What follows belongs to an exercise in optimizing a design on an open flow for small area, a short achievable clock period and few clock cycles per item; a production flow would make more cautious choices.
Function was checked by simulation only, so behaviour that the tests miss may differ from the original.
Power and IR drop assume default switching activity.

Setup of run A:
// mpuTop
module mpuTop
#(
    parameter logic [4-1:0] peNum = '0
) (
    input  wire                     clk,
    input  wire                     reset,
    input  wire [64-1:0]    MsgData,
    input  wire                     MsgEmpty,
    input  wire [288-1:0]   CacheReadData,
    input  wire [256-1:0]   ReadData,
    input  wire                     ReadReady,
    input  wire                     AvFull,
    output logic                    MsgRead,
    output logic [10-1:0] CacheAddr,
    output logic                    CacheWriteEn,
    output logic [288-1:0]  CacheWriteData,
    output logic                    StartRead,
    output logic [33-1:0]  ReadAddress,
    output logic                    AvWrite,
    output logic [33-1:0] AvData
);
    localparam int VW = mpuPkg::VREC_WIDTH;
    logic stAddr;     
    logic stLook;     
    logic stFetch;    
    logic stPush;     
    logic cmpSelR;    
    logic idle;
    mpuPkg::msgFieldsT msg;
    logic [10-1:0] idxReg;
    mpuPkg::cacheLineT cacheLine;
    logic                    hit;
    logic [256-1:0]  base;
    logic [256-1:0]  newData;
  ...
==> flow/config.mk <==
export PLATFORM = sky130hd
export DESIGN_NAME = mpuTop
export DESIGN_NICKNAME = mpuTop
export VERILOG_FILES = /design/flow/design.v
export SDC_FILE = /design/flow/constraint.sdc
export NUM_CORES = 4
export LEC_CHECK = 0
export CAP_MARGIN = 20
export CORE_AREA = 7 7 203 203
export DIE_AREA = 0 0 210 210
export PLACE_DENSITY = 0.55
export SETUP_SLACK_MARGIN = 0.3
export SLEW_MARGIN = 20
export SYNTH_HIERARCHICAL = 1
export SYNTH_MINIMUM_KEEP_SIZE = 0
export BUFFER_PORTS_ARGS = -buffer_cell sky130_fd_sc_hd__buf_1
export PLACE_PINS_ARGS = -min_distance 1 -min_distance_in_tracks -exclude left:95-115
export PRE_IO_PLACEMENT_TCL = /design/flow/flow/pins.tcl
==> flow/constraint.sdc <==
create_clock -name core_clock -period 5.0 [get_ports {clk}]
set_input_delay 1.0000 -clock core_clock [delete_from_list [all_inputs] [get_ports {clk}]]
set_output_delay 1.0000 -clock core_clock [all_outputs]
set_load 0.01 [all_outputs]
standard.sh (not shown) runs the stock make flow with config.mk's settings and CLKGATE_MAP_FILE= SYNTH_SCRIPT=/design/flow/synth_recipe.tcl, a recipe that flattens the netlist after the stock synthesis.
==> flow/flow/run.sh <==
#!/bin/bash
set -euo pipefail
HERE=$(pwd)
cat >> config.mk <<EOC
export BUFFER_PORTS_ARGS = -buffer_cell sky130_fd_sc_hd__buf_1
export PLACE_PINS_ARGS = -min_distance 1 -min_distance_in_tracks -exclude left:95-115
export PRE_IO_PLACEMENT_TCL = $HERE/flow/pins.tcl
EOC
bash standard.sh > flow.log 2>&1
==> flow/flow/pins.tcl <==
# Clock pin in the middle of the left edge, alone in the excluded stretch
place_pin -pin_name clk -layer met3 -location {0 105} -pin_size {0.6 0.6} -force_to_die_boundary
Every stage of the flow completed for run A, and the final layout passed the timing, DRC and antenna checks.
Testbench counts of run A, summed over its fixed seeds: cycles 9,769, items 2,400.
Setup changes, run A to run B
==> flow/flow/run.sh <==
#!/bin/bash
set -euo pipefail
HERE=$(pwd)
cat >> config.mk <<EOC
export BUFFER_PORTS_ARGS = -buffer_cell sky130_fd_sc_hd__buf_1
export PLACE_PINS_ARGS = -min_distance 1 -min_distance_in_tracks -exclude left:90-110
export PRE_IO_PLACEMENT_TCL = $HERE/flow/pins.tcl
EOC
bash standard.sh > flow.log 2>&1
==> flow/flow/pins.tcl <==
# Clock pin in the middle of the left edge, alone in the excluded stretch
place_pin -pin_name clk -layer met3 -location {0 100} -pin_size {0.6 0.6} -force_to_die_boundary
--- a/flow/config.mk
+++ b/flow/config.mk
@@ -7,7 +7,8 @@
 export LEC_CHECK = 0
 export CAP_MARGIN = 20
-export CORE_AREA = 7 7 203 203
-export DIE_AREA = 0 0 210 210
-export PLACE_DENSITY = 0.55
+export CORE_AREA = 5 5 195 195
+export CTS_BUF_LIST = sky130_fd_sc_hd__clkbuf_8
+export DIE_AREA = 0 0 200 200
+export PLACE_DENSITY = 0.6
 export SETUP_SLACK_MARGIN = 0.3
 export SLEW_MARGIN = 20
@@ -15,4 +16,4 @@
 export SYNTH_MINIMUM_KEEP_SIZE = 0
 export BUFFER_PORTS_ARGS = -buffer_cell sky130_fd_sc_hd__buf_1
-export PLACE_PINS_ARGS = -min_distance 1 -min_distance_in_tracks -exclude left:95-115
+export PLACE_PINS_ARGS = -min_distance 1 -min_distance_in_tracks -exclude left:90-110
 export PRE_IO_PLACEMENT_TCL = /design/flow/flow/pins.tcl
==> summary.txt <==
Run B: clock transition at the registers of the reported paths is 0.04 ns higher than what run A reported.
Sequential portion of the cell area, run B and run A: larger value in run B
Changes observed in run B relative to run A: global-route met3 utilization increased by 1.4 points relative to the old numbers, overall routing resource usage went up by 2.6 points, post-placement worst setup slack higher.
On biggest cell delay along the critical path, run B and run A are neck and neck.
Measured against each other, run B and run A differ in vertical extent of the die, the higher figure coming from run A.
Compared with run A, run B shows final area that has gone down slightly.
The run showing the smaller synthesis-to-finish area growth is run B.
Compared with run A, run B shows a higher logic gate share of total power.
Changes in run C relative to run B:
--- a/flow/config.mk
+++ b/flow/config.mk
@@ -8,5 +8,4 @@
 export CAP_MARGIN = 20
 export CORE_AREA = 5 5 195 195
-export CTS_BUF_LIST = sky130_fd_sc_hd__clkbuf_8
 export DIE_AREA = 0 0 200 200
 export PLACE_DENSITY = 0.6
[summary]
- Run C ran to completion and came out clean on the timing, DRC and antenna checks.
- Run B completed every stage of the flow, and the final layout passed the timing, DRC and antenna checks.
- Run C: relative area of clock buffers and inverters in the final design is 0.76 points higher than what run B reported.
- Run B reports its start point of the critical path as cmpSelR while run C reports ReadData[127].
- In the metrics for run B and run C, the one carrying the higher global routing met2 resource utilization is run C.
- Compared with run B, run C shows a part of the total power dissipated in the clock network that is 5.2 points higher.
- Maximum net fanout on the critical path in run C is 2 below run B.
- Going from run B to run C, post-route worst setup slack down 0.016 ns, final core utilization up 0.46 points, clock power up about 35%.

==> static timing again, ports no longer ideal <==
In the flow no input, the clock included, has a driving cell. The finished layouts below were timed again as built, in two steps. Step 1 assumes that a clkbuf_16 drives the clock port and a buf_2 every other input. Step 2 times the ports against the registers' clock, not the clock port: input delays grow and output delays shrink by t, the midpoint of the rising clock arrivals with the driver on. Slacks: ideal ports / drivers / drivers and shift; pairs: ideal ports / drivers.
| run | t, ns | slack for setup (ns) | worst register clock-pin slew, ns | worst data-port slew with drivers (ns) |
|---|---|---|---|---|
| run A | 0.386 | 0.447 / 0.405 / 0.405 | 0.07 / 0.07 | 0.17 |
| run B | 0.408 | 0.404 / 0.369 / 0.384 | 0.10 / 0.10 | 0.22 |
| run C | 0.382 | 0.389 / 0.350 / 0.350 | 0.07 / 0.07 | 0.22 |
After both steps setup and hold are still met in every run listed. For run A, which loses most, drivers alone change the setup slack by -0.042 ns; drivers and shift together by -0.042 ns.
